From an optimization exercise on the open Yosys and OpenROAD flow, aimed at small area; shortcuts taken in it are not production practice.
Where RTL was checked, it was by simulation tests only, not by an equivalence proof against the original.
Only the layout flow was run in run 1; the RTL was not checked for function there.
Power and IR drop assume default switching activity.

--- flow/flow/run.sh ---
#!/bin/bash
# Layout flow: the standard ORFS flow (standard.sh, unchanged synthesis)
# with two changes to the layout steps:
#   * port buffers use the smallest buffer (buf_1) instead of the resizer's
#     default choice; every input and output port still gets a buffer;
#   * clock tree synthesis runs without dummy loads, with the same clustering
#     settings as config.mk.
# Each tool's full output is in orfs/logs/ (one log per step); make's own
# output goes to flow_make.log in the work folder.
set -euo pipefail
export BUFFER_PORTS_ARGS="-buffer_cell sky130_fd_sc_hd__buf_1"
export CTS_ARGS="-sink_clustering_enable -repair_clock_nets -dont_use_dummy_load -buf_list sky130_fd_sc_hd__clkbuf_8 -sink_clustering_size 20 -sink_clustering_max_diameter 50"
bash standard.sh > flow_make.log 2>&1
--- flow/config.mk ---
export PLATFORM = sky130hd
export DESIGN_NAME = resample_interp
export DESIGN_NICKNAME = resample_interp
export VERILOG_FILES = /design/flow/design.v
export SDC_FILE = /design/flow/constraint.sdc
export NUM_CORES = 4
export LEC_CHECK = 0
export CAP_MARGIN = 20
export CORE_MARGIN = 2
export CORE_UTILIZATION = 80
export PLACE_DENSITY = 0.9
export SLEW_MARGIN = 20
export SYNTH_HIERARCHICAL = 1
export SYNTH_MINIMUM_KEEP_SIZE = 0
--- flow/design.v ---
module resample_interp #(
    parameter int SYM_WIDTH = 1,
    parameter int INT_WIDTH = 1,
    parameter int DEC_WIDTH = 14,
    parameter int MU_WIDTH  = 8,
    parameter int DEPTH     = 8,
    parameter int CNT_WIDTH = 16,
    localparam int DW = SYM_WIDTH + INT_WIDTH + DEC_WIDTH,
    localparam int LW = $clog2(DEPTH) + 1
) (
    input  logic                 clk,
    input  logic                 rst,
    input  logic                 flush,
    input  logic                 in_valid,
    input  logic [DW-1:0]        in_i,
    input  logic [DW-1:0]        in_q,
    input  logic                 mk,
    input  logic [MU_WIDTH-1:0]  mu,
    input  logic                 mode,
    input  logic                 out_ready,
    output logic                 out_valid,
    output logic [DW-1:0]        out_i,
    output logic [DW-1:0]        out_q,
    output logic [LW-1:0]        fifo_level,
    output logic                 overflow,
    output logic [CNT_WIDTH-1:0] sym_cnt
);
    localparam int AW = $clog2(DEPTH);
    localparam logic [DW-1:0] SGN = DW'(1) << (DW - 1);
    logic                 strobe;
    logic                 x_zero;
    logic [DW-1:0]        x_i, x_q;
    logic                 s1_valid, s2_valid, s3_valid;
    logic [DW-1:0]        s1_a_i, s1_a_q;
    logic [MU_WIDTH-1:0]  s1_mu;
    logic [DW-1:0]        s2_y_i, s2_y_q, s3_y_i, s3_y_q;
    logic [DW-1:0]        y_i, y_q;
    logic [DW-1:0]        mem_i [DEPTH];
    logic [DW-1:0]        mem_q [DEPTH];
    logic [AW-1:0]        wr_ptr, rd_ptr;
    logic                 full, pop, wr_ok;
    assign strobe = in_valid && mk;
    always_ff @(posedge clk or posedge rst) begin
        if (rst) begin
            x_zero   <= 1'b1;
            s1_valid <= 1'b0;
            s2_valid <= 1'b0;
            s3_valid <= 1'b0;
        end else if (flush) begin
            x_zero   <= 1'b1;
            s1_valid <= 1'b0;
            s2_valid <= 1'b0;
            s3_valid <= 1'b0;
        end else begin
            if (in_valid) x_zero <= 1'b0;
            s1_valid <= strobe;
            s2_valid <= s1_valid;
            s3_valid <= s2_valid;
        end
    end
    always_ff @(posedge clk) begin
        if (in_valid) begin
            x_i <= in_i ^ SGN;
            x_q <= in_q ^ SGN;
        end
        s1_a_i <= !mode ? in_i ^ SGN : x_zero ? SGN : x_i;
        s1_a_q <= !mode ? in_q ^ SGN : x_zero ? SGN : x_q;
        s1_mu  <= mu;
        s2_y_i <= y_i ^ SGN;
        s2_y_q <= y_q ^ SGN;
        s3_y_i <= s2_y_i;
        s3_y_q <= s2_y_q;
    end
    logic [15:0] ari_1;
    logic [15:0] ari_2;
    logic [15:0] ari_3;
    logic [15:0] ari_4;
    logic [15:0] ari_5;
    logic [15:0] ari_6;
    logic [15:0] ari_7;
    logic [15:0] ari_8;
    logic ari_9;
    logic ari_10;
    logic ari_11;
    logic ari_12;
    logic ari_13;
    logic ari_14;
    logic ari_15;
    logic ari_16;
    logic ari_17;
    logic ari_18;
    logic ari_19;
    logic ari_20;
    logic ari_21;
    logic ari_22;
    logic ari_23;
    logic ari_24;
    logic ari_25;
    logic ari_26;
    logic ari_27;
    logic ari_28;
    logic ari_29;
    logic ari_30;
    logic ari_31;
    logic ari_32;
    logic ari_33;
    logic ari_34;
    logic ari_35;
    logic ari_36;
    logic ari_37;
    logic ari_38;
    logic ari_39;
    logic ari_40;
    logic ari_41;
    logic ari_42;
    logic ari_43;
    logic ari_44;
    logic ari_45;
    logic ari_46;
    logic ari_47;
    logic ari_48;
    logic ari_49;
    logic ari_50;
    logic ari_51;
    logic ari_52;
    logic ari_53;
    logic ari_54;
    logic ari_55;
    logic ari_56;
    logic ari_57;
    logic ari_58;
    logic ari_59;
    logic ari_60;
    logic ari_61;
    logic ari_62;
    logic ari_63;
    logic ari_64;
    logic ari_65;
    logic ari_66;
    logic ari_67;
    logic ari_68;
    logic ari_69;
    logic ari_70;
    logic ari_71;
    logic ari_72;
    logic ari_73;
    logic ari_74;
    logic ari_75;
    logic ari_76;
    logic ari_77;
    logic ari_78;
    logic ari_79;
    logic ari_80;
    logic ari_81;
    logic ari_82;
    logic ari_83;
    logic ari_84;
    logic ari_85;
    logic ari_86;
    logic ari_87;
    logic ari_88;
    logic ari_89;
    logic ari_90;
    logic ari_91;
    logic ari_92;
    logic ari_93;
    logic ari_94;
    logic ari_95;
    logic ari_96;
    logic ari_97;
    logic ari_98;
    logic ari_99;
    logic ari_100;
    logic ari_101;
    logic ari_102;
    logic ari_103;
    logic ari_104;
    logic ari_105;
    logic ari_106;
    logic ari_107;
    logic ari_108;
    logic ari_109;
    logic ari_110;
    logic ari_111;
    logic ari_112;
    logic ari_113;
    logic ari_114;
    logic ari_115;
    logic ari_116;
    logic ari_117;
    logic ari_118;
    logic ari_119;
    logic ari_120;
    logic ari_121;
    logic ari_122;
    logic ari_123;
    logic ari_124;
    logic ari_125;
    logic ari_126;
    logic ari_127;
    logic ari_128;
    logic ari_129;
    logic ari_130;
    logic ari_131;
    logic ari_132;
    logic ari_133;
    logic ari_134;
    logic ari_135;
    logic ari_136;
    logic ari_137;
    logic ari_138;
    logic ari_139;
    logic ari_140;
    logic ari_141;
    logic ari_142;
    logic ari_143;
    logic ari_144;
    logic ari_145;
    logic ari_146;
    logic ari_147;
    logic ari_148;
    logic ari_149;
    logic ari_150;
    logic ari_151;
    logic ari_152;
    logic ari_153;
    logic ari_154;
    logic ari_155;
    logic ari_156;
    logic ari_157;
    logic ari_158;
    logic ari_159;
    logic ari_160;
    logic ari_161;
    logic ari_162;
    logic ari_163;
    logic ari_164;
    logic ari_165;
    logic ari_166;
    logic ari_167;
    logic ari_168;
    logic ari_169;
    logic ari_170;
    logic ari_171;
    logic ari_172;
    logic ari_173;
    logic ari_174;
    logic ari_175;
    logic ari_176;
    logic ari_177;
    logic ari_178;
    logic ari_179;
    logic ari_180;
    logic ari_181;
    logic ari_182;
    logic ari_183;
    logic ari_184;
    logic ari_185;
    logic ari_186;
    logic ari_187;
    logic ari_188;
    logic ari_189;
    logic ari_190;
    logic ari_191;
    logic ari_192;
    logic ari_193;
    logic ari_194;
    logic ari_195;
    logic ari_196;
    logic ari_197;
    logic ari_198;
    logic ari_199;
    logic ari_200;
    logic ari_201;
    logic ari_202;
    logic ari_203;
    logic ari_204;
    logic ari_205;
    logic ari_206;
    logic ari_207;
    logic ari_208;
    logic ari_209;
    logic ari_210;
    logic ari_211;
    logic ari_212;
    logic ari_213;
    logic ari_214;
    logic ari_215;
    logic ari_216;
    logic ari_217;
    logic ari_218;
    logic ari_219;
    logic ari_220;
    logic ari_221;
    logic ari_222;
    logic ari_223;
    logic ari_224;
    logic ari_225;
    logic ari_226;
    logic ari_227;
    logic ari_228;
    logic ari_229;
    logic ari_230;
    logic ari_231;
    logic ari_232;
    logic ari_233;
    logic ari_234;
    logic ari_235;
    logic ari_236;
    logic ari_237;
    logic ari_238;
    logic ari_239;
    logic ari_240;
    logic ari_241;
    logic ari_242;
    logic ari_243;
    logic ari_244;
    logic ari_245;
    logic ari_246;
    logic ari_247;
    logic ari_248;
    logic ari_249;
    logic ari_250;
    logic ari_251;
    logic ari_252;
    logic ari_253;
    logic ari_254;
    logic ari_255;
    logic ari_256;
    logic ari_257;
    logic ari_258;
    logic ari_259;
    logic ari_260;
    logic ari_261;
    logic ari_262;
    logic ari_263;
    logic ari_264;
    logic ari_265;
    logic ari_266;
    logic ari_267;
    logic ari_268;
    logic ari_269;
    logic ari_270;
    logic ari_271;
    logic ari_272;
    logic ari_273;
    logic ari_274;
    logic ari_275;
    logic ari_276;
    logic ari_277;
    logic ari_278;
    logic ari_279;
    logic ari_280;
    logic ari_281;
    logic ari_282;
    logic ari_283;
    logic ari_284;
    logic ari_285;
    logic ari_286;
    logic ari_287;
    logic ari_288;
    logic ari_289;
    logic ari_290;
    logic ari_291;
    logic ari_292;
    logic ari_293;
    logic ari_294;
    logic ari_295;
    logic ari_296;
    logic ari_297;
    logic ari_298;
    logic ari_299;
    logic ari_300;
    logic ari_301;
    logic ari_302;
    logic ari_303;
    logic ari_304;
    logic ari_305;
    logic ari_306;
    logic ari_307;
    logic ari_308;
    logic ari_309;
    logic ari_310;
    logic ari_311;
    logic ari_312;
    logic ari_313;
    logic ari_314;
    logic ari_315;
    logic ari_316;
    logic ari_317;
    logic ari_318;
    logic ari_319;
    logic ari_320;
    logic ari_321;
    logic ari_322;
    assign ari_1 = s1_mu[0] ? x_i : s1_a_i;
    assign ari_2 = s1_mu[1] ? x_i : s1_a_i;
    assign ari_3 = s1_mu[2] ? x_i : s1_a_i;
    assign ari_4 = s1_mu[3] ? x_i : s1_a_i;
    assign ari_5 = s1_mu[4] ? x_i : s1_a_i;
    assign ari_6 = s1_mu[5] ? x_i : s1_a_i;
    assign ari_7 = s1_mu[6] ? x_i : s1_a_i;
    assign ari_8 = s1_mu[7] ? x_i : s1_a_i;
    assign ari_9 = ~(s1_a_i[7] ^ ari_1[7]);
    assign ari_10 = s1_a_i[7] | ari_1[7];
    ri_ha u_ari_11 (s1_a_i[1], ari_1[1], ari_11, ari_12);
    ri_fa u_ari_13 (s1_a_i[2], ari_1[2], ari_2[1], ari_13, ari_14);
    ri_ha u_ari_15 (ari_3[0], ari_12, ari_15, ari_16);
    ri_fa u_ari_17 (s1_a_i[3], ari_1[3], ari_2[2], ari_17, ari_18);
    ri_fa u_ari_19 (ari_3[1], ari_4[0], ari_14, ari_19, ari_20);
    ri_ha u_ari_21 (ari_16, ari_17, ari_21, ari_22);
    ri_fa u_ari_23 (s1_a_i[4], ari_1[4], ari_2[3], ari_23, ari_24);
    ri_fa u_ari_25 (ari_3[2], ari_4[1], ari_5[0], ari_25, ari_26);
    ri_fa u_ari_27 (ari_18, ari_23, ari_25, ari_27, ari_28);
    ri_ha u_ari_29 (ari_22, ari_20, ari_29, ari_30);
    ri_fa u_ari_31 (s1_a_i[5], ari_1[5], ari_2[4], ari_31, ari_32);
    ri_fa u_ari_33 (ari_3[3], ari_4[2], ari_5[1], ari_33, ari_34);
    ri_fa u_ari_35 (ari_6[0], ari_24, ari_26, ari_35, ari_36);
    ri_fa u_ari_37 (ari_31, ari_33, ari_28, ari_37, ari_38);
    ri_ha u_ari_39 (ari_35, ari_30, ari_39, ari_40);
    ri_fa u_ari_41 (s1_a_i[6], ari_1[6], ari_2[5], ari_41, ari_42);
    ri_fa u_ari_43 (ari_3[4], ari_4[3], ari_5[2], ari_43, ari_44);
    ri_fa u_ari_45 (ari_6[1], ari_7[0], ari_32, ari_45, ari_46);
    ri_fa u_ari_47 (ari_34, ari_41, ari_43, ari_47, ari_48);
    ri_fa u_ari_49 (ari_36, ari_45, ari_47, ari_49, ari_50);
    ri_ha u_ari_51 (ari_38, ari_40, ari_51, ari_52);
    ri_fa u_ari_53 (ari_2[6], ari_3[5], ari_4[4], ari_53, ari_54);
    ri_fa u_ari_55 (ari_5[3], ari_6[2], ari_7[1], ari_55, ari_56);
    ri_fa u_ari_57 (ari_8[0], ari_9, ari_42, ari_57, ari_58);
    ri_fa u_ari_59 (ari_44, ari_53, ari_55, ari_59, ari_60);
    ri_fa u_ari_61 (ari_46, ari_48, ari_57, ari_61, ari_62);
    ri_fa u_ari_63 (ari_59, ari_50, ari_61, ari_63, ari_64);
    ri_fa u_ari_65 (s1_a_i[8], ari_1[8], ari_2[7], ari_65, ari_66);
    ri_fa u_ari_67 (ari_3[6], ari_4[5], ari_5[4], ari_67, ari_68);
    ri_fa u_ari_69 (ari_6[3], ari_7[2], ari_8[1], ari_69, ari_70);
    ri_fa u_ari_71 (ari_10, ari_54, ari_56, ari_71, ari_72);
    ri_fa u_ari_73 (ari_65, ari_67, ari_69, ari_73, ari_74);
    ri_fa u_ari_75 (ari_58, ari_60, ari_71, ari_75, ari_76);
    ri_fa u_ari_77 (ari_73, ari_62, ari_75, ari_77, ari_78);
    ri_fa u_ari_79 (s1_a_i[9], ari_1[9], ari_2[8], ari_79, ari_80);
    ri_fa u_ari_81 (ari_3[7], ari_4[6], ari_5[5], ari_81, ari_82);
    ri_fa u_ari_83 (ari_6[4], ari_7[3], ari_8[2], ari_83, ari_84);
    ri_fa u_ari_85 (ari_66, ari_68, ari_70, ari_85, ari_86);
    ri_fa u_ari_87 (ari_79, ari_81, ari_83, ari_87, ari_88);
    ri_fa u_ari_89 (ari_72, ari_74, ari_85, ari_89, ari_90);
    ri_fa u_ari_91 (ari_87, ari_76, ari_89, ari_91, ari_92);
    ri_fa u_ari_93 (s1_a_i[10], ari_1[10], ari_2[9], ari_93, ari_94);
    ri_fa u_ari_95 (ari_3[8], ari_4[7], ari_5[6], ari_95, ari_96);
    ri_fa u_ari_97 (ari_6[5], ari_7[4], ari_8[3], ari_97, ari_98);
    ri_fa u_ari_99 (ari_80, ari_82, ari_84, ari_99, ari_100);
    ri_fa u_ari_101 (ari_93, ari_95, ari_97, ari_101, ari_102);
    ri_fa u_ari_103 (ari_86, ari_88, ari_99, ari_103, ari_104);
    ri_fa u_ari_105 (ari_101, ari_90, ari_103, ari_105, ari_106);
    ri_fa u_ari_107 (s1_a_i[11], ari_1[11], ari_2[10], ari_107, ari_108);
    ri_fa u_ari_109 (ari_3[9], ari_4[8], ari_5[7], ari_109, ari_110);
    ri_fa u_ari_111 (ari_6[6], ari_7[5], ari_8[4], ari_111, ari_112);
    ri_fa u_ari_113 (ari_94, ari_96, ari_98, ari_113, ari_114);
    ri_fa u_ari_115 (ari_107, ari_109, ari_111, ari_115, ari_116);
    ri_fa u_ari_117 (ari_100, ari_102, ari_113, ari_117, ari_118);
    ri_fa u_ari_119 (ari_115, ari_104, ari_117, ari_119, ari_120);
    ri_fa u_ari_121 (s1_a_i[12], ari_1[12], ari_2[11], ari_121, ari_122);
    ri_fa u_ari_123 (ari_3[10], ari_4[9], ari_5[8], ari_123, ari_124);
    ri_fa u_ari_125 (ari_6[7], ari_7[6], ari_8[5], ari_125, ari_126);
    ri_fa u_ari_127 (ari_108, ari_110, ari_112, ari_127, ari_128);
    ri_fa u_ari_129 (ari_121, ari_123, ari_125, ari_129, ari_130);
    ri_fa u_ari_131 (ari_114, ari_116, ari_127, ari_131, ari_132);
    ri_fa u_ari_133 (ari_129, ari_118, ari_131, ari_133, ari_134);
    ri_fa u_ari_135 (s1_a_i[13], ari_1[13], ari_2[12], ari_135, ari_136);
    ri_fa u_ari_137 (ari_3[11], ari_4[10], ari_5[9], ari_137, ari_138);
    ri_fa u_ari_139 (ari_6[8], ari_7[7], ari_8[6], ari_139, ari_140);
    ri_fa u_ari_141 (ari_122, ari_124, ari_126, ari_141, ari_142);
    ri_fa u_ari_143 (ari_135, ari_137, ari_139, ari_143, ari_144);
    ri_fa u_ari_145 (ari_128, ari_130, ari_141, ari_145, ari_146);
    ri_fa u_ari_147 (ari_143, ari_132, ari_145, ari_147, ari_148);
    ri_fa u_ari_149 (s1_a_i[14], ari_1[14], ari_2[13], ari_149, ari_150);
    ri_fa u_ari_151 (ari_3[12], ari_4[11], ari_5[10], ari_151, ari_152);
    ri_fa u_ari_153 (ari_6[9], ari_7[8], ari_8[7], ari_153, ari_154);
    ri_fa u_ari_155 (ari_136, ari_138, ari_140, ari_155, ari_156);
    ri_fa u_ari_157 (ari_149, ari_151, ari_153, ari_157, ari_158);
    ri_fa u_ari_159 (ari_142, ari_144, ari_155, ari_159, ari_160);
    ri_fa u_ari_161 (ari_157, ari_146, ari_159, ari_161, ari_162);
    ri_fa u_ari_163 (s1_a_i[15], ari_1[15], ari_2[14], ari_163, ari_164);
    ri_fa u_ari_165 (ari_3[13], ari_4[12], ari_5[11], ari_165, ari_166);
    ri_fa u_ari_167 (ari_6[10], ari_7[9], ari_8[8], ari_167, ari_168);
    ri_fa u_ari_169 (ari_150, ari_152, ari_154, ari_169, ari_170);
    ri_fa u_ari_171 (ari_163, ari_165, ari_167, ari_171, ari_172);
    ri_fa u_ari_173 (ari_156, ari_158, ari_169, ari_173, ari_174);
    ri_fa u_ari_175 (ari_171, ari_160, ari_173, ari_175, ari_176);
    ri_fa u_ari_177 (ari_2[15], ari_3[14], ari_4[13], ari_177, ari_178);
    ri_fa u_ari_179 (ari_5[12], ari_6[11], ari_7[10], ari_179, ari_180);
    ri_fa u_ari_181 (ari_8[9], ari_164, ari_166, ari_181, ari_182);
    ri_fa u_ari_183 (ari_168, ari_177, ari_179, ari_183, ari_184);
    ri_fa u_ari_185 (ari_170, ari_172, ari_181, ari_185, ari_186);
    ri_fa u_ari_187 (ari_183, ari_174, ari_185, ari_187, ari_188);
    ri_fa u_ari_189 (ari_3[15], ari_4[14], ari_5[13], ari_189, ari_190);
    ri_fa u_ari_191 (ari_6[12], ari_7[11], ari_8[10], ari_191, ari_192);
    ri_fa u_ari_193 (ari_178, ari_180, ari_189, ari_193, ari_194);
    ri_fa u_ari_195 (ari_191, ari_182, ari_184, ari_195, ari_196);
    ri_fa u_ari_197 (ari_193, ari_186, ari_195, ari_197, ari_198);
    ri_fa u_ari_199 (ari_4[15], ari_5[14], ari_6[13], ari_199, ari_200);
    ri_fa u_ari_201 (ari_7[12], ari_8[11], ari_190, ari_201, ari_202);
    ri_fa u_ari_203 (ari_192, ari_199, ari_194, ari_203, ari_204);
    ri_fa u_ari_205 (ari_201, ari_196, ari_203, ari_205, ari_206);
    ri_fa u_ari_207 (ari_5[15], ari_6[14], ari_7[13], ari_207, ari_208);
    ri_fa u_ari_209 (ari_8[12], ari_200, ari_207, ari_209, ari_210);
    ri_fa u_ari_211 (ari_202, ari_209, ari_204, ari_211, ari_212);
    ri_fa u_ari_213 (ari_6[15], ari_7[14], ari_8[13], ari_213, ari_214);
    ri_fa u_ari_215 (ari_208, ari_213, ari_210, ari_215, ari_216);
    ri_fa u_ari_217 (ari_7[15], ari_8[14], ari_214, ari_217, ari_218);
    assign ari_219 = s1_a_i[0] & ari_1[0];
    ri_maj u_ari_220 (ari_2[0], ari_11, ari_219, ari_220);
    ri_maj u_ari_221 (ari_13, ari_15, ari_220, ari_221);
    ri_maj u_ari_222 (ari_21, ari_19, ari_221, ari_222);
    ri_maj u_ari_223 (ari_27, ari_29, ari_222, ari_223);
    ri_maj u_ari_224 (ari_39, ari_37, ari_223, ari_224);
    ri_maj u_ari_225 (ari_49, ari_51, ari_224, ari_225);
    ri_maj u_ari_226 (ari_52, ari_63, ari_225, ari_226);
    ri_ha u_ari_227 (ari_64, ari_77, ari_227, ari_228);
    ri_ha u_ari_229 (ari_78, ari_91, ari_229, ari_230);
    ri_ha u_ari_231 (ari_92, ari_105, ari_231, ari_232);
    ri_ha u_ari_233 (ari_106, ari_119, ari_233, ari_234);
    ri_ha u_ari_235 (ari_120, ari_133, ari_235, ari_236);
    ri_ha u_ari_237 (ari_134, ari_147, ari_237, ari_238);
    ri_ha u_ari_239 (ari_148, ari_161, ari_239, ari_240);
    ri_ha u_ari_241 (ari_162, ari_175, ari_241, ari_242);
    ri_ha u_ari_243 (ari_176, ari_187, ari_243, ari_244);
    ri_ha u_ari_245 (ari_188, ari_197, ari_245, ari_246);
    ri_ha u_ari_247 (ari_198, ari_205, ari_247, ari_248);
    ri_ha u_ari_249 (ari_206, ari_211, ari_249, ari_250);
    ri_ha u_ari_251 (ari_215, ari_212, ari_251, ari_252);
    ri_ha u_ari_253 (ari_217, ari_216, ari_253, ari_254);
    ri_ha u_ari_255 (ari_8[15], ari_218, ari_255, ari_256);
    assign ari_257 = ari_228 | (ari_227 & ari_226);
    assign ari_258 = ari_230 | (ari_229 & ari_257);
    assign ari_259 = ari_234 | (ari_233 & ari_232);
    assign ari_260 = ari_233 & ari_231;
    assign ari_261 = ari_238 | (ari_237 & ari_236);
    assign ari_262 = ari_237 & ari_235;
    assign ari_263 = ari_242 | (ari_241 & ari_240);
    assign ari_264 = ari_241 & ari_239;
    assign ari_265 = ari_246 | (ari_245 & ari_244);
    assign ari_266 = ari_245 & ari_243;
    assign ari_267 = ari_250 | (ari_249 & ari_248);
    assign ari_268 = ari_249 & ari_247;
    assign ari_269 = ari_254 | (ari_253 & ari_252);
    assign ari_270 = ari_253 & ari_251;
    assign ari_271 = 1'b0 | (1'b0 & ari_256);
    assign ari_272 = 1'b0 & ari_255;
    assign ari_273 = ari_232 | (ari_231 & ari_258);
    assign ari_274 = ari_259 | (ari_260 & ari_258);
    assign ari_275 = ari_240 | (ari_239 & ari_261);
    assign ari_276 = ari_239 & ari_262;
    assign ari_277 = ari_263 | (ari_264 & ari_261);
    assign ari_278 = ari_264 & ari_262;
    assign ari_279 = ari_248 | (ari_247 & ari_265);
    assign ari_280 = ari_247 & ari_266;
    assign ari_281 = ari_267 | (ari_268 & ari_265);
    assign ari_282 = ari_268 & ari_266;
    assign ari_283 = ari_256 | (ari_255 & ari_269);
    assign ari_284 = ari_255 & ari_270;
    assign ari_285 = ari_271 | (ari_272 & ari_269);
    assign ari_286 = ari_272 & ari_270;
    assign ari_287 = ari_236 | (ari_235 & ari_274);
    assign ari_288 = ari_261 | (ari_262 & ari_274);
    assign ari_289 = ari_275 | (ari_276 & ari_274);
    assign ari_290 = ari_277 | (ari_278 & ari_274);
    assign ari_291 = ari_252 | (ari_251 & ari_281);
    assign ari_292 = ari_251 & ari_282;
    assign ari_293 = ari_269 | (ari_270 & ari_281);
    assign ari_294 = ari_270 & ari_282;
    assign ari_295 = ari_283 | (ari_284 & ari_281);
    assign ari_296 = ari_284 & ari_282;
    assign ari_297 = ari_285 | (ari_286 & ari_281);
    assign ari_298 = ari_286 & ari_282;
    assign ari_299 = ari_244 | (ari_243 & ari_290);
    assign ari_300 = ari_265 | (ari_266 & ari_290);
    assign ari_301 = ari_279 | (ari_280 & ari_290);
    assign ari_302 = ari_281 | (ari_282 & ari_290);
    assign ari_303 = ari_291 | (ari_292 & ari_290);
    assign ari_304 = ari_293 | (ari_294 & ari_290);
    assign ari_305 = ari_295 | (ari_296 & ari_290);
    assign ari_306 = ari_297 | (ari_298 & ari_290);
    assign ari_307 = ari_227 ^ ari_226;
    assign ari_308 = ari_229 ^ ari_257;
    assign ari_309 = ari_231 ^ ari_258;
    assign ari_310 = ari_233 ^ ari_273;
    assign ari_311 = ari_235 ^ ari_274;
    assign ari_312 = ari_237 ^ ari_287;
    assign ari_313 = ari_239 ^ ari_288;
    assign ari_314 = ari_241 ^ ari_289;
    assign ari_315 = ari_243 ^ ari_290;
    assign ari_316 = ari_245 ^ ari_299;
    assign ari_317 = ari_247 ^ ari_300;
    assign ari_318 = ari_249 ^ ari_301;
    assign ari_319 = ari_251 ^ ari_302;
    assign ari_320 = ari_253 ^ ari_303;
    assign ari_321 = ari_255 ^ ari_304;
    assign ari_322 = 1'b0 ^ ari_305;
    assign y_i = {ari_322, ari_321, ari_320, ari_319, ari_318, ari_317, ari_316, ari_315, ari_314, ari_313, ari_312, ari_311, ari_310, ari_309, ari_308, ari_307};
    logic [15:0] arq_1;
    logic [15:0] arq_2;
    logic [15:0] arq_3;
    logic [15:0] arq_4;
    logic [15:0] arq_5;
    logic [15:0] arq_6;
    logic [15:0] arq_7;
    logic [15:0] arq_8;
    logic arq_9;
    logic arq_10;
    logic arq_11;
    logic arq_12;
    logic arq_13;
    logic arq_14;
    logic arq_15;
    logic arq_16;
    logic arq_17;
    logic arq_18;
    logic arq_19;
    logic arq_20;
    logic arq_21;
    logic arq_22;
    logic arq_23;
    logic arq_24;
    logic arq_25;
    logic arq_26;
    logic arq_27;
    logic arq_28;
    logic arq_29;
    logic arq_30;
    logic arq_31;
    logic arq_32;
    logic arq_33;
    logic arq_34;
    logic arq_35;
    logic arq_36;
    logic arq_37;
    logic arq_38;
    logic arq_39;
    logic arq_40;
    logic arq_41;
    logic arq_42;
    logic arq_43;
    logic arq_44;
    logic arq_45;
    logic arq_46;
    logic arq_47;
    logic arq_48;
    logic arq_49;
    logic arq_50;
    logic arq_51;
    logic arq_52;
    logic arq_53;
    logic arq_54;
    logic arq_55;
    logic arq_56;
    logic arq_57;
    logic arq_58;
    logic arq_59;
    logic arq_60;
    logic arq_61;
    logic arq_62;
    logic arq_63;
    logic arq_64;
    logic arq_65;
    logic arq_66;
    logic arq_67;
    logic arq_68;
    logic arq_69;
    logic arq_70;
    logic arq_71;
    logic arq_72;
    logic arq_73;
    logic arq_74;
    logic arq_75;
    logic arq_76;
    logic arq_77;
    logic arq_78;
    logic arq_79;
    logic arq_80;
    logic arq_81;
    logic arq_82;
    logic arq_83;
    logic arq_84;
    logic arq_85;
    logic arq_86;
    logic arq_87;
    logic arq_88;
    logic arq_89;
    logic arq_90;
    logic arq_91;
    logic arq_92;
    logic arq_93;
    logic arq_94;
    logic arq_95;
    logic arq_96;
    logic arq_97;
    logic arq_98;
    logic arq_99;
    logic arq_100;
    logic arq_101;
    logic arq_102;
    logic arq_103;
    logic arq_104;
    logic arq_105;
    logic arq_106;
    logic arq_107;
    logic arq_108;
    logic arq_109;
    logic arq_110;
    logic arq_111;
    logic arq_112;
    logic arq_113;
    logic arq_114;
    logic arq_115;
    logic arq_116;
    logic arq_117;
    logic arq_118;
    logic arq_119;
    logic arq_120;
    logic arq_121;
    logic arq_122;
    logic arq_123;
    logic arq_124;
    logic arq_125;
    logic arq_126;
    logic arq_127;
    logic arq_128;
    logic arq_129;
    logic arq_130;
    logic arq_131;
    logic arq_132;
    logic arq_133;
    logic arq_134;
    logic arq_135;
    logic arq_136;
    logic arq_137;
    logic arq_138;
    logic arq_139;
    logic arq_140;
    logic arq_141;
    logic arq_142;
    logic arq_143;
    logic arq_144;
    logic arq_145;
    logic arq_146;
    logic arq_147;
    logic arq_148;
    logic arq_149;
    logic arq_150;
    logic arq_151;
    logic arq_152;
    logic arq_153;
    logic arq_154;
    logic arq_155;
    logic arq_156;
    logic arq_157;
    logic arq_158;
    logic arq_159;
    logic arq_160;
    logic arq_161;
    logic arq_162;
    logic arq_163;
    logic arq_164;
    logic arq_165;
    logic arq_166;
    logic arq_167;
    logic arq_168;
    logic arq_169;
    logic arq_170;
    logic arq_171;
    logic arq_172;
    logic arq_173;
    logic arq_174;
    logic arq_175;
    logic arq_176;
    logic arq_177;
    logic arq_178;
    logic arq_179;
    logic arq_180;
    logic arq_181;
    logic arq_182;
    logic arq_183;
    logic arq_184;
    logic arq_185;
    logic arq_186;
    logic arq_187;
    logic arq_188;
    logic arq_189;
    logic arq_190;
    logic arq_191;
    logic arq_192;
    logic arq_193;
    logic arq_194;
    logic arq_195;
    logic arq_196;
    logic arq_197;
    logic arq_198;
    logic arq_199;
    logic arq_200;
    logic arq_201;
    logic arq_202;
    logic arq_203;
    logic arq_204;
    logic arq_205;
    logic arq_206;
    logic arq_207;
    logic arq_208;
    logic arq_209;
    logic arq_210;
    logic arq_211;
    logic arq_212;
    logic arq_213;
    logic arq_214;
    logic arq_215;
    logic arq_216;
    logic arq_217;
    logic arq_218;
    logic arq_219;
    logic arq_220;
    logic arq_221;
    logic arq_222;
    logic arq_223;
    logic arq_224;
    logic arq_225;
    logic arq_226;
    logic arq_227;
    logic arq_228;
    logic arq_229;
    logic arq_230;
    logic arq_231;
    logic arq_232;
    logic arq_233;
    logic arq_234;
    logic arq_235;
    logic arq_236;
    logic arq_237;
    logic arq_238;
    logic arq_239;
    logic arq_240;
    logic arq_241;
    logic arq_242;
    logic arq_243;
    logic arq_244;
    logic arq_245;
    logic arq_246;
    logic arq_247;
    logic arq_248;
    logic arq_249;
    logic arq_250;
    logic arq_251;
    logic arq_252;
    logic arq_253;
    logic arq_254;
    logic arq_255;
    logic arq_256;
    logic arq_257;
    logic arq_258;
    logic arq_259;
    logic arq_260;
    logic arq_261;
    logic arq_262;
    logic arq_263;
    logic arq_264;
    logic arq_265;
    logic arq_266;
    logic arq_267;
    logic arq_268;
    logic arq_269;
    logic arq_270;
    logic arq_271;
    logic arq_272;
    logic arq_273;
    logic arq_274;
    logic arq_275;
    logic arq_276;
    logic arq_277;
    logic arq_278;
    logic arq_279;
    logic arq_280;
    logic arq_281;
    logic arq_282;
    logic arq_283;
    logic arq_284;
    logic arq_285;
    logic arq_286;
    logic arq_287;
    logic arq_288;
    logic arq_289;
    logic arq_290;
    logic arq_291;
    logic arq_292;
    logic arq_293;
    logic arq_294;
    logic arq_295;
    logic arq_296;
    logic arq_297;
    logic arq_298;
    logic arq_299;
    logic arq_300;
    logic arq_301;
    logic arq_302;
    logic arq_303;
    logic arq_304;
    logic arq_305;
    logic arq_306;
    logic arq_307;
    logic arq_308;
    logic arq_309;
    logic arq_310;
    logic arq_311;
    logic arq_312;
    logic arq_313;
    logic arq_314;
    logic arq_315;
    logic arq_316;
    logic arq_317;
    logic arq_318;
    logic arq_319;
    logic arq_320;
    logic arq_321;
    logic arq_322;
    assign arq_1 = s1_mu[0] ? x_q : s1_a_q;
    assign arq_2 = s1_mu[1] ? x_q : s1_a_q;
    assign arq_3 = s1_mu[2] ? x_q : s1_a_q;
    assign arq_4 = s1_mu[3] ? x_q : s1_a_q;
    assign arq_5 = s1_mu[4] ? x_q : s1_a_q;
    assign arq_6 = s1_mu[5] ? x_q : s1_a_q;
    assign arq_7 = s1_mu[6] ? x_q : s1_a_q;
    assign arq_8 = s1_mu[7] ? x_q : s1_a_q;
    assign arq_9 = ~(s1_a_q[7] ^ arq_1[7]);
    assign arq_10 = s1_a_q[7] | arq_1[7];
    ri_ha u_arq_11 (s1_a_q[1], arq_1[1], arq_11, arq_12);
    ri_fa u_arq_13 (s1_a_q[2], arq_1[2], arq_2[1], arq_13, arq_14);
    ri_ha u_arq_15 (arq_3[0], arq_12, arq_15, arq_16);
    ri_fa u_arq_17 (s1_a_q[3], arq_1[3], arq_2[2], arq_17, arq_18);
    ri_fa u_arq_19 (arq_3[1], arq_4[0], arq_14, arq_19, arq_20);
    ri_ha u_arq_21 (arq_16, arq_17, arq_21, arq_22);
    ri_fa u_arq_23 (s1_a_q[4], arq_1[4], arq_2[3], arq_23, arq_24);
    ri_fa u_arq_25 (arq_3[2], arq_4[1], arq_5[0], arq_25, arq_26);
    ri_fa u_arq_27 (arq_18, arq_23, arq_25, arq_27, arq_28);
    ri_ha u_arq_29 (arq_22, arq_20, arq_29, arq_30);
    ri_fa u_arq_31 (s1_a_q[5], arq_1[5], arq_2[4], arq_31, arq_32);
    ri_fa u_arq_33 (arq_3[3], arq_4[2], arq_5[1], arq_33, arq_34);
    ri_fa u_arq_35 (arq_6[0], arq_24, arq_26, arq_35, arq_36);
    ri_fa u_arq_37 (arq_31, arq_33, arq_28, arq_37, arq_38);
    ri_ha u_arq_39 (arq_35, arq_30, arq_39, arq_40);
    ri_fa u_arq_41 (s1_a_q[6], arq_1[6], arq_2[5], arq_41, arq_42);
    ri_fa u_arq_43 (arq_3[4], arq_4[3], arq_5[2], arq_43, arq_44);
    ri_fa u_arq_45 (arq_6[1], arq_7[0], arq_32, arq_45, arq_46);
    ri_fa u_arq_47 (arq_34, arq_41, arq_43, arq_47, arq_48);
    ri_fa u_arq_49 (arq_36, arq_45, arq_47, arq_49, arq_50);
    ri_ha u_arq_51 (arq_38, arq_40, arq_51, arq_52);
    ri_fa u_arq_53 (arq_2[6], arq_3[5], arq_4[4], arq_53, arq_54);
    ri_fa u_arq_55 (arq_5[3], arq_6[2], arq_7[1], arq_55, arq_56);
    ri_fa u_arq_57 (arq_8[0], arq_9, arq_42, arq_57, arq_58);
    ri_fa u_arq_59 (arq_44, arq_53, arq_55, arq_59, arq_60);
    ri_fa u_arq_61 (arq_46, arq_48, arq_57, arq_61, arq_62);
    ri_fa u_arq_63 (arq_59, arq_50, arq_61, arq_63, arq_64);
    ri_fa u_arq_65 (s1_a_q[8], arq_1[8], arq_2[7], arq_65, arq_66);
    ri_fa u_arq_67 (arq_3[6], arq_4[5], arq_5[4], arq_67, arq_68);
    ri_fa u_arq_69 (arq_6[3], arq_7[2], arq_8[1], arq_69, arq_70);
    ri_fa u_arq_71 (arq_10, arq_54, arq_56, arq_71, arq_72);
    ri_fa u_arq_73 (arq_65, arq_67, arq_69, arq_73, arq_74);
    ri_fa u_arq_75 (arq_58, arq_60, arq_71, arq_75, arq_76);
    ri_fa u_arq_77 (arq_73, arq_62, arq_75, arq_77, arq_78);
    ri_fa u_arq_79 (s1_a_q[9], arq_1[9], arq_2[8], arq_79, arq_80);
    ri_fa u_arq_81 (arq_3[7], arq_4[6], arq_5[5], arq_81, arq_82);
    ri_fa u_arq_83 (arq_6[4], arq_7[3], arq_8[2], arq_83, arq_84);
    ri_fa u_arq_85 (arq_66, arq_68, arq_70, arq_85, arq_86);
    ri_fa u_arq_87 (arq_79, arq_81, arq_83, arq_87, arq_88);
    ri_fa u_arq_89 (arq_72, arq_74, arq_85, arq_89, arq_90);
    ri_fa u_arq_91 (arq_87, arq_76, arq_89, arq_91, arq_92);
    ri_fa u_arq_93 (s1_a_q[10], arq_1[10], arq_2[9], arq_93, arq_94);
    ri_fa u_arq_95 (arq_3[8], arq_4[7], arq_5[6], arq_95, arq_96);
    ri_fa u_arq_97 (arq_6[5], arq_7[4], arq_8[3], arq_97, arq_98);
    ri_fa u_arq_99 (arq_80, arq_82, arq_84, arq_99, arq_100);
    ri_fa u_arq_101 (arq_93, arq_95, arq_97, arq_101, arq_102);
    ri_fa u_arq_103 (arq_86, arq_88, arq_99, arq_103, arq_104);
    ri_fa u_arq_105 (arq_101, arq_90, arq_103, arq_105, arq_106);
    ri_fa u_arq_107 (s1_a_q[11], arq_1[11], arq_2[10], arq_107, arq_108);
    ri_fa u_arq_109 (arq_3[9], arq_4[8], arq_5[7], arq_109, arq_110);
    ri_fa u_arq_111 (arq_6[6], arq_7[5], arq_8[4], arq_111, arq_112);
    ri_fa u_arq_113 (arq_94, arq_96, arq_98, arq_113, arq_114);
    ri_fa u_arq_115 (arq_107, arq_109, arq_111, arq_115, arq_116);
    ri_fa u_arq_117 (arq_100, arq_102, arq_113, arq_117, arq_118);
    ri_fa u_arq_119 (arq_115, arq_104, arq_117, arq_119, arq_120);
    ri_fa u_arq_121 (s1_a_q[12], arq_1[12], arq_2[11], arq_121, arq_122);
    ri_fa u_arq_123 (arq_3[10], arq_4[9], arq_5[8], arq_123, arq_124);
    ri_fa u_arq_125 (arq_6[7], arq_7[6], arq_8[5], arq_125, arq_126);
    ri_fa u_arq_127 (arq_108, arq_110, arq_112, arq_127, arq_128);
    ri_fa u_arq_129 (arq_121, arq_123, arq_125, arq_129, arq_130);
    ri_fa u_arq_131 (arq_114, arq_116, arq_127, arq_131, arq_132);
    ri_fa u_arq_133 (arq_129, arq_118, arq_131, arq_133, arq_134);
    ri_fa u_arq_135 (s1_a_q[13], arq_1[13], arq_2[12], arq_135, arq_136);
    ri_fa u_arq_137 (arq_3[11], arq_4[10], arq_5[9], arq_137, arq_138);
    ri_fa u_arq_139 (arq_6[8], arq_7[7], arq_8[6], arq_139, arq_140);
    ri_fa u_arq_141 (arq_122, arq_124, arq_126, arq_141, arq_142);
    ri_fa u_arq_143 (arq_135, arq_137, arq_139, arq_143, arq_144);
    ri_fa u_arq_145 (arq_128, arq_130, arq_141, arq_145, arq_146);
    ri_fa u_arq_147 (arq_143, arq_132, arq_145, arq_147, arq_148);
    ri_fa u_arq_149 (s1_a_q[14], arq_1[14], arq_2[13], arq_149, arq_150);
    ri_fa u_arq_151 (arq_3[12], arq_4[11], arq_5[10], arq_151, arq_152);
    ri_fa u_arq_153 (arq_6[9], arq_7[8], arq_8[7], arq_153, arq_154);
    ri_fa u_arq_155 (arq_136, arq_138, arq_140, arq_155, arq_156);
    ri_fa u_arq_157 (arq_149, arq_151, arq_153, arq_157, arq_158);
    ri_fa u_arq_159 (arq_142, arq_144, arq_155, arq_159, arq_160);
    ri_fa u_arq_161 (arq_157, arq_146, arq_159, arq_161, arq_162);
    ri_fa u_arq_163 (s1_a_q[15], arq_1[15], arq_2[14], arq_163, arq_164);
    ri_fa u_arq_165 (arq_3[13], arq_4[12], arq_5[11], arq_165, arq_166);
    ri_fa u_arq_167 (arq_6[10], arq_7[9], arq_8[8], arq_167, arq_168);
    ri_fa u_arq_169 (arq_150, arq_152, arq_154, arq_169, arq_170);
    ri_fa u_arq_171 (arq_163, arq_165, arq_167, arq_171, arq_172);
    ri_fa u_arq_173 (arq_156, arq_158, arq_169, arq_173, arq_174);
    ri_fa u_arq_175 (arq_171, arq_160, arq_173, arq_175, arq_176);
    ri_fa u_arq_177 (arq_2[15], arq_3[14], arq_4[13], arq_177, arq_178);
    ri_fa u_arq_179 (arq_5[12], arq_6[11], arq_7[10], arq_179, arq_180);
    ri_fa u_arq_181 (arq_8[9], arq_164, arq_166, arq_181, arq_182);
    ri_fa u_arq_183 (arq_168, arq_177, arq_179, arq_183, arq_184);
    ri_fa u_arq_185 (arq_170, arq_172, arq_181, arq_185, arq_186);
    ri_fa u_arq_187 (arq_183, arq_174, arq_185, arq_187, arq_188);
    ri_fa u_arq_189 (arq_3[15], arq_4[14], arq_5[13], arq_189, arq_190);
    ri_fa u_arq_191 (arq_6[12], arq_7[11], arq_8[10], arq_191, arq_192);
    ri_fa u_arq_193 (arq_178, arq_180, arq_189, arq_193, arq_194);
    ri_fa u_arq_195 (arq_191, arq_182, arq_184, arq_195, arq_196);
    ri_fa u_arq_197 (arq_193, arq_186, arq_195, arq_197, arq_198);
    ri_fa u_arq_199 (arq_4[15], arq_5[14], arq_6[13], arq_199, arq_200);
    ri_fa u_arq_201 (arq_7[12], arq_8[11], arq_190, arq_201, arq_202);
    ri_fa u_arq_203 (arq_192, arq_199, arq_194, arq_203, arq_204);
    ri_fa u_arq_205 (arq_201, arq_196, arq_203, arq_205, arq_206);
    ri_fa u_arq_207 (arq_5[15], arq_6[14], arq_7[13], arq_207, arq_208);
    ri_fa u_arq_209 (arq_8[12], arq_200, arq_207, arq_209, arq_210);
    ri_fa u_arq_211 (arq_202, arq_209, arq_204, arq_211, arq_212);
    ri_fa u_arq_213 (arq_6[15], arq_7[14], arq_8[13], arq_213, arq_214);
    ri_fa u_arq_215 (arq_208, arq_213, arq_210, arq_215, arq_216);
    ri_fa u_arq_217 (arq_7[15], arq_8[14], arq_214, arq_217, arq_218);
    assign arq_219 = s1_a_q[0] & arq_1[0];
    ri_maj u_arq_220 (arq_2[0], arq_11, arq_219, arq_220);
    ri_maj u_arq_221 (arq_13, arq_15, arq_220, arq_221);
    ri_maj u_arq_222 (arq_21, arq_19, arq_221, arq_222);
    ri_maj u_arq_223 (arq_27, arq_29, arq_222, arq_223);
    ri_maj u_arq_224 (arq_39, arq_37, arq_223, arq_224);
    ri_maj u_arq_225 (arq_49, arq_51, arq_224, arq_225);
    ri_maj u_arq_226 (arq_52, arq_63, arq_225, arq_226);
    ri_ha u_arq_227 (arq_64, arq_77, arq_227, arq_228);
    ri_ha u_arq_229 (arq_78, arq_91, arq_229, arq_230);
    ri_ha u_arq_231 (arq_92, arq_105, arq_231, arq_232);
    ri_ha u_arq_233 (arq_106, arq_119, arq_233, arq_234);
    ri_ha u_arq_235 (arq_120, arq_133, arq_235, arq_236);
    ri_ha u_arq_237 (arq_134, arq_147, arq_237, arq_238);
    ri_ha u_arq_239 (arq_148, arq_161, arq_239, arq_240);
    ri_ha u_arq_241 (arq_162, arq_175, arq_241, arq_242);
    ri_ha u_arq_243 (arq_176, arq_187, arq_243, arq_244);
    ri_ha u_arq_245 (arq_188, arq_197, arq_245, arq_246);
    ri_ha u_arq_247 (arq_198, arq_205, arq_247, arq_248);
    ri_ha u_arq_249 (arq_206, arq_211, arq_249, arq_250);
    ri_ha u_arq_251 (arq_215, arq_212, arq_251, arq_252);
    ri_ha u_arq_253 (arq_217, arq_216, arq_253, arq_254);
    ri_ha u_arq_255 (arq_8[15], arq_218, arq_255, arq_256);
    assign arq_257 = arq_228 | (arq_227 & arq_226);
    assign arq_258 = arq_230 | (arq_229 & arq_257);
    assign arq_259 = arq_234 | (arq_233 & arq_232);
    assign arq_260 = arq_233 & arq_231;
    assign arq_261 = arq_238 | (arq_237 & arq_236);
    assign arq_262 = arq_237 & arq_235;
    assign arq_263 = arq_242 | (arq_241 & arq_240);
    assign arq_264 = arq_241 & arq_239;
    assign arq_265 = arq_246 | (arq_245 & arq_244);
    assign arq_266 = arq_245 & arq_243;
    assign arq_267 = arq_250 | (arq_249 & arq_248);
    assign arq_268 = arq_249 & arq_247;
    assign arq_269 = arq_254 | (arq_253 & arq_252);
    assign arq_270 = arq_253 & arq_251;
    assign arq_271 = 1'b0 | (1'b0 & arq_256);
    assign arq_272 = 1'b0 & arq_255;
    assign arq_273 = arq_232 | (arq_231 & arq_258);
    assign arq_274 = arq_259 | (arq_260 & arq_258);
    assign arq_275 = arq_240 | (arq_239 & arq_261);
    assign arq_276 = arq_239 & arq_262;
    assign arq_277 = arq_263 | (arq_264 & arq_261);
    assign arq_278 = arq_264 & arq_262;
    assign arq_279 = arq_248 | (arq_247 & arq_265);
    assign arq_280 = arq_247 & arq_266;
    assign arq_281 = arq_267 | (arq_268 & arq_265);
    assign arq_282 = arq_268 & arq_266;
    assign arq_283 = arq_256 | (arq_255 & arq_269);
    assign arq_284 = arq_255 & arq_270;
    assign arq_285 = arq_271 | (arq_272 & arq_269);
    assign arq_286 = arq_272 & arq_270;
    assign arq_287 = arq_236 | (arq_235 & arq_274);
    assign arq_288 = arq_261 | (arq_262 & arq_274);
    assign arq_289 = arq_275 | (arq_276 & arq_274);
    assign arq_290 = arq_277 | (arq_278 & arq_274);
    assign arq_291 = arq_252 | (arq_251 & arq_281);
    assign arq_292 = arq_251 & arq_282;
    assign arq_293 = arq_269 | (arq_270 & arq_281);
    assign arq_294 = arq_270 & arq_282;
    assign arq_295 = arq_283 | (arq_284 & arq_281);
    assign arq_296 = arq_284 & arq_282;
    assign arq_297 = arq_285 | (arq_286 & arq_281);
    assign arq_298 = arq_286 & arq_282;
    assign arq_299 = arq_244 | (arq_243 & arq_290);
    assign arq_300 = arq_265 | (arq_266 & arq_290);
    assign arq_301 = arq_279 | (arq_280 & arq_290);
    assign arq_302 = arq_281 | (arq_282 & arq_290);
    assign arq_303 = arq_291 | (arq_292 & arq_290);
    assign arq_304 = arq_293 | (arq_294 & arq_290);
    assign arq_305 = arq_295 | (arq_296 & arq_290);
    assign arq_306 = arq_297 | (arq_298 & arq_290);
    assign arq_307 = arq_227 ^ arq_226;
    assign arq_308 = arq_229 ^ arq_257;
    assign arq_309 = arq_231 ^ arq_258;
    assign arq_310 = arq_233 ^ arq_273;
    assign arq_311 = arq_235 ^ arq_274;
    assign arq_312 = arq_237 ^ arq_287;
    assign arq_313 = arq_239 ^ arq_288;
    assign arq_314 = arq_241 ^ arq_289;
    assign arq_315 = arq_243 ^ arq_290;
    assign arq_316 = arq_245 ^ arq_299;
    assign arq_317 = arq_247 ^ arq_300;
    assign arq_318 = arq_249 ^ arq_301;
    assign arq_319 = arq_251 ^ arq_302;
    assign arq_320 = arq_253 ^ arq_303;
    assign arq_321 = arq_255 ^ arq_304;
    assign arq_322 = 1'b0 ^ arq_305;
    assign y_q = {arq_322, arq_321, arq_320, arq_319, arq_318, arq_317, arq_316, arq_315, arq_314, arq_313, arq_312, arq_311, arq_310, arq_309, arq_308, arq_307};
    assign full      = fifo_level == LW'(DEPTH);
    assign out_valid = fifo_level != '0;
    assign pop       = out_valid && out_ready;
    assign wr_ok     = s3_valid && (!full || pop);
    always_comb begin
        out_i = '0;
        out_q = '0;
        for (int k = 0; k < DEPTH; k++) begin
            if (out_valid && rd_ptr == AW'(k)) begin
                out_i = out_i | mem_i[k];
                out_q = out_q | mem_q[k];
            end
        end
    end
    always_ff @(posedge clk) begin
        if (!full || pop) begin
            mem_i[wr_ptr] <= s3_y_i;
            mem_q[wr_ptr] <= s3_y_q;
        end
    end
    always_ff @(posedge clk or posedge rst) begin
        if (rst) begin
            wr_ptr     <= '0;
            rd_ptr     <= '0;
            fifo_level <= '0;
            overflow   <= 1'b0;
            sym_cnt    <= '0;
        end else if (flush) begin
            wr_ptr     <= '0;
            rd_ptr     <= '0;
            fifo_level <= '0;
            overflow   <= 1'b0;
            sym_cnt    <= '0;
        end else begin
            if (wr_ok) begin
                wr_ptr  <= wr_ptr + AW'(1);
                sym_cnt <= sym_cnt + CNT_WIDTH'(1);
            end
            if (pop) begin
                rd_ptr <= rd_ptr + AW'(1);
            end
            case ({wr_ok, pop})
                2'b10:   fifo_level <= fifo_level + LW'(1);
                2'b01:   fifo_level <= fifo_level - LW'(1);
                default: fifo_level <= fifo_level;
            endcase
            if (s3_valid && !wr_ok) begin
                overflow <= 1'b1;
            end
        end
    end
endmodule
module ri_fa (
    input  logic a, b, c,
    output logic s, co
);
    assign s  = a ^ b ^ c;
    assign co = (a & b) | (c & (a ^ b));
endmodule
module ri_maj (
    input  logic a, b, c,
    output logic co
);
    assign co = (a & b) | (c & (a ^ b));
endmodule
module ri_ha (
    input  logic a, b,
    output logic s, co
);
    assign s  = a ^ b;
    assign co = a & b;
endmodule
--- flow/standard.sh ---
#!/bin/bash
# synth_recipe.tcl (not shown) runs the flow's synth.tcl, then flattens the netlist and writes it again
# the make line also repeats each setting of config.mk as NAME=value (left out here)
make -C /OpenROAD-flow-scripts/flow DESIGN_CONFIG=/design/flow/config.mk WORK_HOME=/design/flow/orfs CLKGATE_MAP_FILE= SYNTH_SCRIPT=/design/flow/synth_recipe.tcl "${@:-finish}"
--- flow/constraint.sdc ---
create_clock -name core_clock -period 6.0 [get_ports {clk}]
set_input_delay 1.2000 -clock core_clock [delete_from_list [all_inputs] [get_ports {clk}]]
set_output_delay 1.2000 -clock core_clock [all_outputs]
set_load 0.01 [all_outputs]
==> results of run 1 <==
==> where the power goes <==
part | switching (mW) | total [mW] | internal, mW
Combinational | 3.64 | 6.55 | 2.92
Clock | 0.815 | 1.26 | 0.445
Sequential | 0.475 | 4.40 | 3.92
==> final timing paths <==
kind / slack, ns / cells past startpoint / endpoint
min in group asynchronous: 0.61 / 3 / sym_cnt[2]
setup / recovery: 0.36 / 16 / s2_y_i[15]
hold reg to reg: 0.30 / 0 / s3_y_i[0]
hold / removal: 0.30 / 0 / s3_y_i[0]
setup reg to reg: 0.36 / 16 / s2_y_i[15]
max in group asynchronous: 5.03 / 3 / x_zero
==> per-stage QoR <==
step / instances / worst slack (ns)
3_3_place_gp: 1952 / 0.710
3_5_place_dp: 1954 / 0.489
2_1_floorplan: 1530 / 0.643
4_1_cts: 1984 / 0.384
5_1_grt: 1984 / 0.169
6_report: 1984 / 0.363
==> cells in the final DEF (no fill, tap or decap), types with 32 or more instances in the layout <==
master                       n
sky130_fd_sc_hd__buf_1      98
sky130_fd_sc_hd__o21ai_0    49
sky130_fd_sc_hd__a222oi_1   64
sky130_fd_sc_hd__ha_1       78
sky130_fd_sc_hd__a22oi_1    32
sky130_fd_sc_hd__nand3_1    40
sky130_fd_sc_hd__edfxtp_1  288
sky130_fd_sc_hd__nand2_1    35
sky130_fd_sc_hd__dfxtp_1   104
sky130_fd_sc_hd__mux2_2    238
sky130_fd_sc_hd__nor2_1     44
sky130_fd_sc_hd__inv_1      52
sky130_fd_sc_hd__fa_1      197
==> per-module statistics from Yosys, one instance, submodules excluded <==
module / area [sq um] / times used / flip-flops and latches / cells
ri_fa: 20.0 / 196 / 0 / 1
resample_interp: 18000 / 1 / 423 / 1264
ri_ha: 12.5 / 42 / 0 / 1
ri_maj: 20.0 / 14 / 0 / 2
==> cell type report <==
class,count,area (sq um),share of cell area
multi-input combinational,974,10700,0.448
sequential,423,11500,0.481
inverter,52,195,0.00815
timing repair buffer,127,626,0.0261
tap,378,473,0.0198
clock buffer,30,413,0.0172
==> kinds of logic (layout without fill, tap and decap cells) <==
kind of cell | Yosys count | in the layout | synth area share
buffers and inverters | 133 | 209 | 0.0258
DFF | 423 | 423 | 0.505
xor gates and xnor gates | 35 | 35 | 0.0135
adders and majority gates | 275 | 275 | 0.216
and+or+nand+nor | 207 | 207 | 0.0474
AOI/OAI and AO/OA | 210 | 210 | 0.0702
muxes | 247 | 247 | 0.122
==> worst max-delay path, stage by stage, from the launching register on <==
cell                       delay [ns]
sky130_fd_sc_hd__dfxtp_1         0.31
sky130_fd_sc_hd__buf_4           0.32
sky130_fd_sc_hd__mux2_2          0.40
sky130_fd_sc_hd__fa_1            0.48
sky130_fd_sc_hd__fa_1            0.43
sky130_fd_sc_hd__fa_1            0.56
sky130_fd_sc_hd__fa_1            0.45
sky130_fd_sc_hd__ha_1            0.29
sky130_fd_sc_hd__a21o_1          0.18
sky130_fd_sc_hd__ha_1            0.18
sky130_fd_sc_hd__or2_2           0.30
sky130_fd_sc_hd__ha_1            0.20
sky130_fd_sc_hd__o211ai_1        0.26
sky130_fd_sc_hd__a211oi_1        0.13
sky130_fd_sc_hd__or2_2           0.33
sky130_fd_sc_hd__a221oi_1        0.51
sky130_fd_sc_hd__o21ba_2         0.20
==> state kept, by name (all words and copies together) (netlist names), 3 cells and up <==
name,cells
x_i,16
wr_ptr,3
x_q,16
mem_i,128
s2_y_q,16
rd_ptr,3
mem_q,128
s2_y_i,16
fifo_level,4
s3_y_q,16
s3_y_i,16
s1_mu,8
s1_a_q,16
s1_a_i,16
sym_cnt,16
==> per-layer routing <==
layer / part of all wire / track usage / vias to the layer above
met5: 0 / 0 / -
met4: 0.030 / 0.118 / 0
met3: 0.093 / 0.0580 / 130
met2: 0.51 / 0.602 / 827
met1: 0.37 / 0.484 / 6963
li1: - / - / 5836
==> summary.log, run 1 <==
[floorplan] die span in y 173 microns
[setup_path] data arrival time of the worst path 6.17 ns
[job] max_cap viols 0
[synthesis] share of flip-flops with an asynchronous set or reset after synthesis 0.0733
[route] number of DRC markers in iteration 0 1829
[hold_path] worst min-delay path class flip-flop to flip-flop
[clock_tree] cts bufs inserted 30
[floorplan] Initial Utilization 0.815
[setup_path] Req. time, crit path 6.53 ns
[synthesis] list of most frequent post-synthesis cells sky130_fd_sc_hd__edfxtp_1, sky130_fd_sc_hd__mux2_2, sky130_fd_sc_hd__fa_1, sky130_fd_sc_hd__dfxtp_1, sky130_fd_sc_hd__ha_1
[placed_design] RePlAce Congestion 0.864
[floorplan] die width 173 microns
[route] wire length per cell 26.1 microns
[global_routing] largest net degree at the start of global routing 63
[run_status] outcome timing/DRC/antenna clean
[power] total power divided by cell area 510 mW/mm^2
[global_routing] first-pass GRT wire length 82200 microns
[setup_path] worst setup path category flip-flop to flip-flop
[power] power after layout 12.2 mW
[global_routing] total grt overflow 0
[finish] layout cell share with drive strength beyond 1 0.201
[floorplan] cell row count 61
[synthesis] biggest area contributors in the synthesized netlist sky130_fd_sc_hd__edfxtp_1, sky130_fd_sc_hd__fa_1, sky130_fd_sc_hd__mux2_2, sky130_fd_sc_hd__dfxtp_1, sky130_fd_sc_hd__ha_1
[finish] total non-filler cell area in the finished layout 0.0239 sq mm
[route] Detailed Routing Iterations Pass 1 10
[synthesis] post-synth top area share 0.380
[global_routing] vias in the first global route 14700
[synthesis] number of distinct library cell variants in the gate-level netlist after synthesis 49
[synthesis] synthesized netlist net count 1852
[finish] net count reported at finish 1930
[synthesis] synth warn 7
[clock_tree] clock edge transition at the registers on the reported setup and hold paths 0.12 ns
[synthesis] number of flops mapped to enable cells by yosys 288
[clock_tree] root buf cell sky130_fd_sc_hd__clkbuf_8
[setup_path] startpoint of the worst register-to-register path s1_mu[0]
[floorplan] floorplan core area 0.0279 sq mm
[sta] Setup TNS Final 0 ns
[sta] worst setup skew after layout 0.0462 ns
[route] routed wire length 51800 microns
[setup_path] worst setup path start s1_mu[0]
[sta] setup violation total in the final timing report 0
[global_routing] Overall Global Routing Usage 0.357
[hold_path] Min-Delay Startpoint s2_y_i[0]
[synthesis] Post-Synthesis Cells 1530
[synthesis] average cell area after synthesis 14.9 sq um
[placed_design] HPWL Detailed 34000 microns
[clock_tree] worst-case clock buffer depth 3
[finish] total of fill cells in the finished design 1323
[clock_tree] total number of clock tree sinks 423
[sta] unrepaired setup endpoints after global routing no
[synthesis] number of flip-flops and latches in the synthesized netlist 423
[finish] Post-Route Utilization 0.857
[clock_tree] Worst-Skew Late Latency 0.63 ns
[clock_tree] clock tree from TritonCTS yes
[clock_tree] setup bufs post-CTS 0
[placed_design] placed instance area 0.0235 sq mm
[sta] fin crit period 5.64 ns
[synthesis] cell taking the most area after synthesis sky130_fd_sc_hd__edfxtp_1
[floorplan] count of pins on the block boundary 101
[route] count of antenna-violating nets left after detailed routing 0
[sta] number of hold violations in the final report 0
[floorplan] die outline area 0.0298 sq mm
[setup_path] element type at the critical path end flip-flop
[sta] worst-case hold slack 0.295 ns
[clock_tree] CTS HTree Levels 1
[synthesis] most used flip-flop cell after synthesis sky130_fd_sc_hd__edfxtp_1
[synthesis] area of the mapped netlist 0.0228 sq mm
[route] drt via density 6.93
[sta] worst relative slew slack 0.234
[setup_path] startpoint kind of the worst setup timing path flip-flop
[sta] FMAX 177 MHz
[synthesis] most used standard cell by instance count after synthesis sky130_fd_sc_hd__edfxtp_1
[power] Leakage Power 9.11 nW
[placed_design] number of buffer cells added on primary ports 100
[sta] period utilisation layout 0.940
[finish] area growth from synthesis to final layout 5.17%
[route] DRC violations left 0
[clock_tree] Gates resized, CTS repair 0
[synthesis] register area share after synthesis 0.505
[route] total vias in the final route 13800
[clock_tree] hold buffer count at cts 0
[finish] Antenna Diode Count 0
[sta] fin. max-slew vios 0
[sta] Worst-Margin Slew 1.13 ns
[global_routing] initial antenna violation count 0
[setup_path] Max FO, Critical Path 24
[power] worst vdd rail ir drop 0.417 mV
==> run 2, diff against run 1 <==
--- a/flow/design.v
+++ b/flow/design.v
@@ -1138,7 +1138,7 @@
         end
     end
     always_ff @(posedge clk) begin
-        if (!full || pop) begin
+        if (wr_ok && !flush) begin
             mem_i[wr_ptr] <= s3_y_i;
             mem_q[wr_ptr] <= s3_y_q;
         end
--- a/flow/flow/run.sh
+++ b/flow/flow/run.sh
@@ -9,5 +9,5 @@
 # output goes to flow_make.log in the work folder.
 set -euo pipefail
 export BUFFER_PORTS_ARGS="-buffer_cell sky130_fd_sc_hd__buf_1"
-export CTS_ARGS="-sink_clustering_enable -repair_clock_nets -dont_use_dummy_load -buf_list sky130_fd_sc_hd__clkbuf_8 -sink_clustering_size 20 -sink_clustering_max_diameter 50"
+export CTS_ARGS="-sink_clustering_enable -repair_clock_nets -dont_use_dummy_load -buf_list sky130_fd_sc_hd__clkbuf_16 -sink_clustering_size 25 -sink_clustering_max_diameter 80"
 bash standard.sh > flow_make.log 2>&1
--- a/flow/config.mk
+++ b/flow/config.mk
@@ -7,8 +7,11 @@
 export LEC_CHECK = 0
 export CAP_MARGIN = 20
 export CORE_MARGIN = 2
-export CORE_UTILIZATION = 80
-export PLACE_DENSITY = 0.9
+export CORE_UTILIZATION = 40
+export CTS_BUF_LIST = sky130_fd_sc_hd__clkbuf_16
+export CTS_CLUSTER_DIAMETER = 80
+export CTS_CLUSTER_SIZE = 25
+export PLACE_DENSITY = 0.6
 export SLEW_MARGIN = 20
 export SYNTH_HIERARCHICAL = 1
 export SYNTH_MINIMUM_KEEP_SIZE = 0
==> summary.log, run 2 <==
[run_status] outcome timing/DRC/antenna clean
[clock_tree] setup bufs post-CTS 0 [unchanged]
[sta] Worst-Margin Slew 0.944 ns [-0.191 ns]
[setup_path] worst setup path category flip-flop to flip-flop
[floorplan] cell row count 87 [+43%]
[synthesis] post-synth top area share 0.379 [-0.000625]
[setup_path] Reg2Reg Capture Point s2_y_i[15]
[sta] FMAX 177 MHz [-0.15%]
[clock_tree] clock edge transition at the registers on the reported setup and hold paths 0.09 ns [-0.03 ns]
[finish] largest registers mem_i x128, mem_q x128
[finish] non-filler instance count after layout 2371 [+20%]
[power] total power divided by cell area 495 mW/mm^2 [-2.9%]
[global_routing] first-pass GRT wire length 84200 microns [+2.4%]
[clock_tree] total number of clock tree sinks 423 [unchanged]
[synthesis] synth warn 7 [unchanged]
[route] DRC violations left 0 [unchanged]
[placed_design] post-placement cell count 2346 [+20%]
[setup_path] Max FO, Critical Path 13 [-46%]
[job] max_cap viols 0 [unchanged]
[setup_path] Worst path max stage delay 0.76 ns [+0.20 ns]
[synthesis] Post-Synthesis Cells 1537 [+0.46%]
[finish] layout cell share with drive strength beyond 1 0.204 [+0.00321]
[hold_path] Worst Hold Endpoint s3_y_q[12]
[floorplan] Initial Utilization 0.404 [-0.411]
[hold_path] Hold Path Cell Cnt 0 [unchanged]
[synthesis] number of flip-flops and latches in the synthesized netlist 423 [unchanged]
[sta] worst relative slew slack 0.371 [+0.137]
[global_routing] GR Util met3 0.0211 [-0.0369]
[synthesis] share of flip-flops with an asynchronous set or reset after synthesis 0.0733 [unchanged]
[clock_tree] Worst-Skew Late Latency 0.58 ns [-0.05 ns]
[finish] area growth from synthesis to final layout 8.34%
[global_routing] initial antenna violation count 0 [unchanged]
[clock_tree] root buf cell sky130_fd_sc_hd__clkbuf_16
[synthesis] cell taking the most area after synthesis sky130_fd_sc_hd__edfxtp_1
[power] power after layout 12.2 mW [+0.20%]
[setup_path] startpoint kind of the worst setup timing path flip-flop
[setup_path] gate family responsible for the most delay along the worst path adder cells
[setup_path] number of cells on the worst reg-to-reg path 15 [-1]
[setup_path] data arrival time of the worst path 6.15 ns [-0.02 ns]
[sta] number of hold violations in the final report 0 [unchanged]
[synthesis] most used standard cell by instance count after synthesis sky130_fd_sc_hd__edfxtp_1
[sta] unrepaired setup endpoints after global routing no
[sta] fin. max-slew vios 0 [unchanged]
[setup_path] element type at the critical path end flip-flop
[global_routing] Overall Global Routing Usage 0.184 [-0.173]
[setup_path] Req. time, crit path 6.50 ns [-0.03 ns]
[clock_tree] CTS HTree Levels 1 [unchanged]
[synthesis] biggest area contributors in the synthesized netlist sky130_fd_sc_hd__edfxtp_1, sky130_fd_sc_hd__fa_1, sky130_fd_sc_hd__mux2_2, sky130_fd_sc_hd__dfxtp_1, sky130_fd_sc_hd__ha_1
[sta] worst setup skew after layout 0.0575 ns [+0.0112 ns]
[route] routed wire length 54300 microns [+4.8%]
[hold_path] Min-Delay Startpoint s2_y_q[12]
[clock_tree] hold buffer count at cts 0 [unchanged]
[route] drt via density 5.48 [-21%]
[finish] net count reported at finish 1939 [+0.47%]
[synthesis] average cell area after synthesis 14.8 sq um [-0.29%]
[clock_tree] Gates resized, CTS repair 0 [unchanged]
[global_routing] GR Util met1 0.261 [-0.223]
[placed_design] HPWL Detailed 36100 microns [+6.1%]
[sta] fin crit period 5.65 ns [+0.00871 ns]
[route] Detailed Routing Iterations Pass 1 8 [-2]
[route] number of DRC markers in iteration 0 1179 [-36%]
[sta] period utilisation layout 0.941 [+0.00145]
[synthesis] number of distinct library cell variants in the gate-level netlist after synthesis 54 [+10%]
[global_routing] Top Usage Layer GRT met2
[global_routing] met2 global-route usage 0.308 [-0.294]
[synthesis] number of flops mapped to enable cells by yosys 288 [unchanged]
[finish] Antenna Diode Count 0 [unchanged]
[global_routing] largest net degree at the start of global routing 63 [unchanged]
[clock_tree] cts bufs inserted 25 [-17%]
[setup_path] most used cell along the critical path sky130_fd_sc_hd__fa_1
[placed_design] number of buffer cells added on primary ports 100 [unchanged]
==> run 2: metrics by stage <==
stage / instance area [sq um] / setup slack (ns) / hold slack [ns]
finish: 24700 / 0.354 / 0.329
global route: 24700 / 0.0789 / 0.333
CTS: 24700 / 0.404 / 0.334
detailed placement: 24100 / 0.389 / 0.313
global placement: 24100 / 0.482 / 0.313
floorplan: 22800 / 0.413 / 0.310
==> run 2: metal layers <==
metal | wire length, microns | share of wire
met5 | 0 | 0
met4 | 803 | 0.015
met3 | 2360 | 0.043
met2 | 26300 | 0.48
met1 | 24800 | 0.46
==> run 2: worst max-delay path by stage <==
stage,startpoint,end,slack [ns],cells after the start
detailed placement,s1_mu[2],s2_y_i[15],0.39,15
global placement,s1_mu[2],s2_y_i[15],0.48,15
CTS,s1_mu[1],s2_y_q[14],0.40,16
global route,s1_mu[2],s2_y_i[15],0.08,15
floorplan,out_ready,mem_i[0][0],0.41,4
finish,s1_mu[2],s2_y_i[15],0.35,15
==> run 2: where the power goes <==
| group | switching (mW) | internal [mW] | total [mW] |
|---|---|---|---|
| logic | 3.51 | 2.88 | 6.39 |
| registers | 0.432 | 3.79 | 4.23 |
| clock network | 0.876 | 0.737 | 1.61 |
==> run 2: cells by family after synthesis <==
family / after synthesis / synth area share
AO/OA/AOI/OAI: 218 / 0.0726
AND/OR/NAND/NOR: 211 / 0.0491
flip-flops: 423 / 0.505
XOR/XNOR: 31 / 0.0119
buffers and inverters: 132 / 0.0247
adder cells (fa/ha/maj): 275 / 0.216
multiplexers: 247 / 0.121
==> run 2: area by class of cell <==
| cell class | instances | area (sq um) |
|---|---|---|
| Inverter | 52 | 195 |
| Clock buffer | 25 | 626 |
| Tap cell | 756 | 946 |
| Timing Repair Buffer | 133 | 639 |
| Fill cell | 5166 | 31700 |
| Sequential cell | 423 | 11500 |
| Multi-Input combinational cell | 982 | 10800 |
==> run 2: Yosys stat by module, one instance, submodules excluded <==
module	flops+latches	area (sq um)	times used	cells inside
resample_interp	423	18100	1	1271
ri_fa	0	20.0	196	1
ri_ha	0	12.5	42	1
ri_maj	0	20.0	14	2

-- afterwards: timing with drivers on the ports --
How much do the figures lean on ideal ports? The routed layouts below were timed once more, with nothing changed but the port constraints.
Step 1 (the two cells are an assumption about what drives the block):
set clk [get_ports {clk}]
set_driving_cell -lib_cell sky130_fd_sc_hd__clkbuf_16 $clk
set_driving_cell -lib_cell sky130_fd_sc_hd__buf_2 [delete_from_list [all_inputs] $clk]
Step 2 adds t to the input delays and takes it off the output delays; t is the mean of the earliest and latest rising clock arrival at the registers after step 1. Input paths then give back, and output paths get back, about the clock's delay inside the block.
Three values: ideal, step 1, step 2; two values: the first two.
| run | t (ns) | setup slack, ns | worst slew at a driven data input, ns |
|---|---|---|---|
| run 1 | 0.662 | 0.363 / 0.363 / 0.363 | 0.07 |
| run 2 | 0.603 | 0.354 / 0.354 / 0.354 | 0.07 |
After both steps setup and hold are still met in every run listed.
